This is an optimization exercise on Yosys and OpenROAD, whose aim is small area and a short achievable clock period, not a production implementation. RTL that was checked went through simulation tests only; none was proved equivalent to the original. No driver is modelled on the clock port, so clocking that relies on it looks cheaper here than on a real chip. Power figures rest on the tool's default switching activity, not on a simulated workload.

## sierra
==> flow/design.v <==
module ibuffer_pack #(
  parameter int DATA_WIDTH = 64,
  parameter int BEATS      = 2,
  parameter int DEPTH      = 16,
  parameter int DEST_WIDTH = 4,
  localparam int BEAT_W    = DATA_WIDTH + 7,
  localparam int WORD_W    = BEATS * BEAT_W
) (
  input  logic                  clk,
  input  logic                  reset,
  input  logic                  i_valid,
  input  logic                  i_sop,
  input  logic                  i_eop,
  input  logic                  i_error,
  input  logic [2:0]            i_empty,
  input  logic [DATA_WIDTH-1:0] i_data,
  output logic                  o_ready,
  output logic                  o_valid,
  output logic [WORD_W-1:0]     o_data,
  output logic [DEST_WIDTH-1:0] o_dest,
  input  logic                  i_ready,
  output logic                  o_sop_err
);
  localparam int UW = BEAT_W - 1;    
  localparam int LW = BEAT_W - 2;    
  localparam int EOP = UW - 2;       
  localparam int RD = DEPTH - 1;     
  logic [DEPTH-1:0] occ_q, occ_d;
  logic             full_q, rdy_q, nrdy_q, nrdy_d;
  logic             slot_q, sop_err_q;
  logic [RD-1:0]    wen_q, wen_d, rptr_q;
  logic [RD-1:0][UW-1:0] ram_up_q;
  logic [RD-1:0][LW-1:0] ram_lo_q;
  logic [UW-1:0]         hd_up_q;
  logic [LW-1:0]         hd_lo_q;
  logic                  hd_lv_q, hd_lv_d;
  logic [UW-1:0] beat_up, rd_up, hd_up_d;
  logic [LW-1:0] beat_lo, rd_lo, hd_lo_d;
  logic          valid, two;
  logic          accept, sec, push, pop, to_head, ram_push, ram_pop, hd_en, up_wr;
  assign rdy_q     = !full_q;
  assign valid     = occ_q[0];
  assign two       = occ_q[1];
  assign o_ready   = !nrdy_q;
  assign o_valid   = valid;
  assign o_data    = {1'b1, hd_up_q, hd_lv_q, 1'b0, hd_lo_q};
  assign o_dest    = o_data[WORD_W-8 -: DEST_WIDTH];
  assign o_sop_err = sop_err_q;
  assign beat_up  = {i_sop, i_eop, i_empty, i_error, i_data};
  assign sec      = slot_q && !i_sop;
  assign beat_lo  = sec ? {i_eop, i_empty, i_error, i_data} : '0;
  assign accept   = i_valid && rdy_q;
  assign push     = accept && (i_eop || sec);
  assign pop      = valid && i_ready;
  assign to_head  = push && (!valid || (!two && pop));
  assign ram_push = push && !to_head;
  assign ram_pop  = pop && two;
  assign hd_en    = !valid || i_ready;
  assign up_wr    = !slot_q || (i_valid && i_sop);
  always_comb begin
    rd_up = '0;
    rd_lo = '0;
    for (int i = 0; i < RD; i++) begin
      rd_up = rd_up | (ram_up_q[i] & {UW{rptr_q[i]}});
      rd_lo = rd_lo | (ram_lo_q[i] & {LW{rptr_q[i]}});
    end
    hd_up_d = (two || sec) ? rd_up : beat_up;
    hd_lo_d = two ? rd_lo : beat_lo;
    hd_lv_d = two ? !rd_up[EOP] : sec;
  end
  always_comb begin
    occ_d = occ_q;
    if (push && !pop)      occ_d = {occ_q[DEPTH-2:0], 1'b1};
    else if (pop && !push) occ_d = {1'b0, occ_q[DEPTH-1:1]};
    if (full_q)          wen_d = pop ? rptr_q : '0;
    else if (ram_push)   wen_d = (occ_q[DEPTH-2] && !pop) ? '0 : {wen_q[RD-2:0], wen_q[RD-1]};
    else                 wen_d = wen_q;
    nrdy_d = full_q ? !pop : (occ_q[DEPTH-2] && push && !pop);
  end
  always_ff @(posedge clk or posedge reset) begin
    if (reset) begin
      occ_q     <= '0;
      full_q    <= 1'b0;
      nrdy_q    <= 1'b0;
      slot_q    <= 1'b0;
      sop_err_q <= 1'b0;
      wen_q     <= RD'(1);
      rptr_q    <= RD'(1);
    end else begin
      occ_q     <= occ_d;
      full_q    <= occ_d[DEPTH-1];
      nrdy_q    <= nrdy_d;
      sop_err_q <= accept && i_sop && slot_q;
      if (accept) slot_q <= !push;
      wen_q     <= wen_d;
      if (ram_pop)  rptr_q <= {rptr_q[RD-2:0], rptr_q[RD-1]};
    end
  end
  always_ff @(posedge clk) begin
    for (int i = 0; i < RD; i++) begin
      if (wen_q[i]) begin
        if (up_wr) ram_up_q[i] <= beat_up;
        ram_lo_q[i] <= beat_lo;
      end
    end
  end
  always_ff @(posedge clk or posedge reset) begin
    if (reset) begin
      hd_up_q <= '0;
      hd_lo_q <= '0;
      hd_lv_q <= 1'b0;
    end else if (hd_en) begin
      hd_up_q <= hd_up_d;
      hd_lo_q <= hd_lo_d;
      hd_lv_q <= hd_lv_d;
    end
  end
endmodule
==> flow/config.mk <==
export PLATFORM = sky130hd
export DESIGN_NAME = ibuffer_pack
export DESIGN_NICKNAME = ibuffer_pack
export VERILOG_FILES = /design/flow/design.v
export SDC_FILE = /design/flow/constraint.sdc
export NUM_CORES = 4
export LEC_CHECK = 0
export CAP_MARGIN = 20
export CORE_MARGIN = 2
export CORE_UTILIZATION = 60
export CTS_CLUSTER_DIAMETER = 90
export CTS_CLUSTER_SIZE = 28
export PLACE_DENSITY = 0.7
export SETUP_SLACK_MARGIN = 3.3
export SLEW_MARGIN = 20
export POST_GLOBAL_PLACE_TCL = /design/flow/flow/post_gpl.tcl
export POST_CTS_TCL = /design/flow/flow/post_cts.tcl
export BUFFER_PORTS_ARGS = -buffer_cell sky130_fd_sc_hd__buf_4
==> flow/constraint.sdc <==
create_clock -name core_clock -period 5.5 [get_ports {clk}]
set_input_delay 1.1000 -clock core_clock [delete_from_list [all_inputs] [get_ports {clk}]]
set_output_delay 1.1000 -clock core_clock [all_outputs]
set_load 0.01 [all_outputs]
standard.sh (not shown) runs the stock make flow with config.mk's settings and CLKGATE_MAP_FILE= SYNTH_SCRIPT=/design/flow/synth_recipe.tcl, a recipe that flattens the netlist after the stock synthesis.
==> flow/flow/run.sh <==
#!/bin/bash
# Standard ORFS layout, with three changes:
#  * port buffers are sky130_fd_sc_hd__buf_4 (buffer_ports -buffer_cell) instead of the
#    default choice (a slow delay buffer);
#  * after global placement, flow/post_gpl.tcl moves each output port's buffer next to the
#    register that drives it, then places the pins again;
#  * after CTS, flow/post_cts.tcl rebuilds the top of the clock tree (see clk_eco.tcl).
# Each tool's output goes to the ORFS logs under orfs/logs; make's own output to run_make.log.
set -euo pipefail
W=$(pwd)
cat >> "$W/config.mk" <<EOT
export POST_GLOBAL_PLACE_TCL = $W/flow/post_gpl.tcl
export POST_CTS_TCL = $W/flow/post_cts.tcl
export BUFFER_PORTS_ARGS = -buffer_cell sky130_fd_sc_hd__buf_4
EOT
bash standard.sh finish > "$W/run_make.log" 2>&1
Other scripts of this flow, unchanged in this note and not shown: flow/flow/clk_eco.tcl, flow/flow/post_cts.tcl, flow/flow/post_gpl.tcl
--- input diff sierra..harbor ---
--- a/flow/design.v
+++ b/flow/design.v
@@ -103,13 +103,7 @@
         ram_lo_q[i] <= beat_lo;
       end
     end
-  end
-  always_ff @(posedge clk or posedge reset) begin
-    if (reset) begin
-      hd_up_q <= '0;
-      hd_lo_q <= '0;
-      hd_lv_q <= 1'b0;
-    end else if (hd_en) begin
+    if (hd_en) begin
       hd_up_q <= hd_up_d;
       hd_lo_q <= hd_lo_d;
       hd_lv_q <= hd_lv_d;
- Status: number of sequential cells parity (harbor, sierra)
- Against sierra as the reference, harbor delivers a lower area overhead of the layout relative to synthesis.
- Worst setup path category = reg -> out: harbor; worst setup path category = reg -> reg: sierra
- Compared with sierra, in harbor power share of the clock group now smaller; design area now smaller; final cell count without fillers now smaller.
- Compared with sierra, in harbor total net switching power moved down; multi-input combinational area share fell 1.2 points.
Only the layout flow was run in sierra; the RTL was not checked for function there.


v6:
Another version of the RTL of ibuffer_pack (not shown whole).
For scale: roughly 4400 cells after synthesis, about 2300 flip-flops, about 220 I/O pins.
## ibuffer_pack
module ibuffer_pack #(
  parameter int DATA_WIDTH = 64,
  parameter int BEATS      = 2,
  parameter int DEPTH      = 16,
  parameter int DEST_WIDTH = 4,
  localparam int BEAT_W    = DATA_WIDTH + 7,
  localparam int WORD_W    = BEATS * BEAT_W
) (
  input  logic                  clk,
  input  logic                  reset,
  input  logic                  i_valid,
  input  logic                  i_sop,
  input  logic                  i_eop,
  input  logic                  i_error,
  input  logic [2:0]            i_empty,
  input  logic [DATA_WIDTH-1:0] i_data,
  output logic                  o_ready,
  output logic                  o_valid,
  output logic [WORD_W-1:0]     o_data,
  output logic [DEST_WIDTH-1:0] o_dest,
  input  logic                  i_ready,
  output logic                  o_sop_err
);
==> module ibuffer_pack, before the edit <==
module ibuffer_pack #(
  parameter int DATA_WIDTH = 64,
  parameter int BEATS      = 2,
  parameter int DEPTH      = 16,
  parameter int DEST_WIDTH = 4,
  localparam int BEAT_W    = DATA_WIDTH + 7,
  localparam int WORD_W    = BEATS * BEAT_W
) (
  input  logic                  clk,
  input  logic                  reset,
  input  logic                  i_valid,
  input  logic                  i_sop,
  input  logic                  i_eop,
  input  logic                  i_error,
  input  logic [2:0]            i_empty,
  input  logic [DATA_WIDTH-1:0] i_data,
  output logic                  o_ready,
  output logic                  o_valid,
  output logic [WORD_W-1:0]     o_data,
  output logic [DEST_WIDTH-1:0] o_dest,
  input  logic                  i_ready,
  output logic                  o_sop_err
);
  localparam int UW = BEAT_W - 1;    
  localparam int LW = BEAT_W - 2;    
  localparam int EOP = UW - 2;       
  localparam int RD = DEPTH - 1;     
  logic [DEPTH-1:0] occ_q, occ_d;
  logic             full_q, rdy_q;
  logic             slot_q, sop_err_q;
  logic [RD-1:0]    wen_q, wen_d, rptr_q;
  logic [RD-1:0][UW-1:0] ram_up_q;
  logic [RD-1:0][LW-1:0] ram_lo_q;
  logic [UW-1:0]         hd_up_q;
  logic [LW-1:0]         hd_lo_q;
  logic                  hd_lv_q, hd_lv_d;
  logic [UW-1:0] beat_up, rd_up, hd_up_d;
  logic [LW-1:0] beat_lo, rd_lo, hd_lo_d;
  logic          valid, two;
  logic          accept, sec, push, pop, to_head, ram_push, ram_pop, hd_en, up_wr;
  assign rdy_q     = !full_q;
  assign valid     = occ_q[0];
  assign two       = occ_q[1];
  assign o_ready   = rdy_q;
  assign o_valid   = valid;
  assign o_data    = {1'b1, hd_up_q, hd_lv_q, 1'b0, hd_lo_q};
  assign o_dest    = o_data[WORD_W-8 -: DEST_WIDTH];
  assign o_sop_err = sop_err_q;
  assign beat_up  = {i_sop, i_eop, i_empty, i_error, i_data};
  assign sec      = slot_q && !i_sop;
  assign beat_lo  = sec ? {i_eop, i_empty, i_error, i_data} : '0;
  assign accept   = i_valid && rdy_q;
  assign push     = accept && (i_eop || sec);
  assign pop      = valid && i_ready;
  assign to_head  = push && (!valid || (!two && pop));
  assign ram_push = push && !to_head;
  assign ram_pop  = pop && two;
  assign hd_en    = ram_pop || to_head;
  assign up_wr    = !slot_q || (i_valid && i_sop);
  always_comb begin
    rd_up = '0;
    rd_lo = '0;
    for (int i = 0; i < RD; i++) begin
      rd_up = rd_up | (ram_up_q[i] & {UW{rptr_q[i]}});
      rd_lo = rd_lo | (ram_lo_q[i] & {LW{rptr_q[i]}});
    end
    hd_up_d = (two || sec) ? rd_up : beat_up;
    hd_lo_d = two ? rd_lo : beat_lo;
    hd_lv_d = two ? !rd_up[EOP] : sec;
  end
  always_comb begin
    occ_d = occ_q;
    if (push && !pop)      occ_d = {occ_q[DEPTH-2:0], 1'b1};
    else if (pop && !push) occ_d = {1'b0, occ_q[DEPTH-1:1]};
    if (occ_d[DEPTH-1])  wen_d = '0;
    else if (full_q)     wen_d = rptr_q;
    else if (ram_push)   wen_d = {wen_q[RD-2:0], wen_q[RD-1]};
    else                 wen_d = wen_q;
  end
  always_ff @(posedge clk or posedge reset) begin
    if (reset) begin
      occ_q     <= '0;
      full_q    <= 1'b0;
      slot_q    <= 1'b0;
      sop_err_q <= 1'b0;
      wen_q     <= RD'(1);
      rptr_q    <= RD'(1);
    end else begin
      occ_q     <= occ_d;
      full_q    <= occ_d[DEPTH-1];
      sop_err_q <= accept && i_sop && slot_q;
      if (accept) slot_q <= !push;
      wen_q     <= wen_d;
      if (ram_pop)  rptr_q <= {rptr_q[RD-2:0], rptr_q[RD-1]};
    end
  end
  always_ff @(posedge clk) begin
    for (int i = 0; i < RD; i++) begin
      if (wen_q[i]) begin
        if (up_wr) ram_up_q[i] <= beat_up;
        ram_lo_q[i] <= beat_lo;
      end
    end
    if (hd_en) begin
      hd_up_q <= hd_up_d;
      hd_lo_q <= hd_lo_d;
      hd_lv_q <= hd_lv_d;
    end
  end
endmodule
export LEC_CHECK = 0
export CAP_MARGIN = 20
export CORE_MARGIN = 2
export CORE_UTILIZATION = 60
export CTS_CLUSTER_DIAMETER = 90
export CTS_CLUSTER_SIZE = 28
export PLACE_DENSITY = 0.7
export SETUP_SLACK_MARGIN = 3.2
export SLEW_MARGIN = 20
export POST_GLOBAL_PLACE_TCL = /design/flow/flow/post_gpl.tcl
export POST_CTS_TCL = /design/flow/flow/post_cts.tcl
export BUFFER_PORTS_ARGS = -buffer_cell sky130_fd_sc_hd__buf_4
create_clock -name core_clock -period 5.5 [get_ports {clk}]
==> flow/flow/run.sh <==
#!/bin/bash
# Standard ORFS layout, with three changes:
#  * port buffers are sky130_fd_sc_hd__buf_4 (buffer_ports -buffer_cell) instead of the
#    default choice (a slow delay buffer);
#  * after global placement, flow/post_gpl.tcl moves each output port's buffer next to the
#    register that drives it;
#  * after CTS, flow/post_cts.tcl rebuilds the top of the clock tree (see clk_eco.tcl).
# Each tool's output goes to the ORFS logs under orfs/logs; make's own output to run_make.log.
set -euo pipefail
W=$(pwd)
cat >> "$W/config.mk" <<EOT
export POST_GLOBAL_PLACE_TCL = $W/flow/post_gpl.tcl
export POST_CTS_TCL = $W/flow/post_cts.tcl
export BUFFER_PORTS_ARGS = -buffer_cell sky130_fd_sc_hd__buf_4
EOT
bash standard.sh finish > "$W/run_make.log" 2>&1
Other scripts of this flow, unchanged in this note and not shown: flow/flow/clk_eco.tcl, flow/flow/post_cts.tcl, flow/flow/post_gpl.tcl
Edits applied to the flow inputs when going from v6 to v7:
--- a/flow/design.v
+++ b/flow/design.v
@@ -25,9 +25,9 @@
   localparam int LW = BEAT_W - 2;    
   localparam int EOP = UW - 2;       
   localparam int RD = DEPTH - 1;     
   logic [DEPTH-1:0] occ_q, occ_d;
-  logic             full_q, rdy_q;
+  logic             full_q, rdy_q, o_ready_q;
   logic             slot_q, sop_err_q;
   logic [RD-1:0]    wen_q, wen_d, rptr_q;
   logic [RD-1:0][UW-1:0] ram_up_q;
   logic [RD-1:0][LW-1:0] ram_lo_q;
@@ -40,9 +40,9 @@
   logic          accept, sec, push, pop, to_head, ram_push, ram_pop, hd_en, up_wr;
   assign rdy_q     = !full_q;
   assign valid     = occ_q[0];
   assign two       = occ_q[1];
-  assign o_ready   = rdy_q;
+  assign o_ready   = o_ready_q;    
   assign o_valid   = valid;
   assign o_data    = {1'b1, hd_up_q, hd_lv_q, 1'b0, hd_lo_q};
   assign o_dest    = o_data[WORD_W-8 -: DEST_WIDTH];
   assign o_sop_err = sop_err_q;
@@ -80,15 +80,17 @@
   always_ff @(posedge clk or posedge reset) begin
     if (reset) begin
       occ_q     <= '0;
       full_q    <= 1'b0;
+      o_ready_q <= 1'b1;
       slot_q    <= 1'b0;
       sop_err_q <= 1'b0;
       wen_q     <= RD'(1);
       rptr_q    <= RD'(1);
     end else begin
       occ_q     <= occ_d;
       full_q    <= occ_d[DEPTH-1];
+      o_ready_q <= !occ_d[DEPTH-1];
       sop_err_q <= accept && i_sop && slot_q;
       if (accept) slot_q <= !push;
       wen_q     <= wen_d;
       if (ram_pop)  rptr_q <= {rptr_q[RD-2:0], rptr_q[RD-1]};
Results
[compare] base=v6 new=v7: core utilization about even, final standard cell count with taps included and fillers excluded now larger, starting density of the core did not really move. Of v7 and v6, the run reporting the lower total wirelength of the detailed-routed design was v7. As far as number of input and output port buffers inserted goes, v7 and v6 are indistinguishable; the numbers are identical. Compared with v6, v7 is more frugal on power. Compared to v6, v7 has logic gate share of total power 1.2 points lower.

==> re-timing with driven ports <==
No port has a modelled driver above. Below, the same layouts with a new extraction and two added sets of constraints. Step 1, drivers: a clkbuf_16 drives clk and a buf_2 each remaining input, both assumed. Step 2 adds t to the input delays and takes it off the output delays; t is the mean of the earliest and latest rising clock arrival at the registers after step 1. Input paths then give back, and output paths get back, about the clock's delay inside the block. Three values: ideal, step 1, step 2; two values: the first two.
run	t (ns)	setup WS [ns]	worst hold slack (ns)	worst data-port slew with drivers (ns)
sierra	0.736	3.151 / 3.048 / 2.627	0.508 / 0.361 / 0.508	0.11
harbor	0.735	3.235 / 3.056 / 2.744	0.565 / 0.565 / 0.565	0.08
v6	0.736	3.156 / 2.976 / 2.634	0.523 / 0.523 / 0.523	0.12
v7	0.723	3.052 / 3.029 / 2.465	0.530 / 0.530 / 0.530	0.08
After both steps setup and hold are still met in every run listed. The setup slack of v7, which loses most, moves by -0.023 ns with the drivers and by -0.587 ns with both steps.
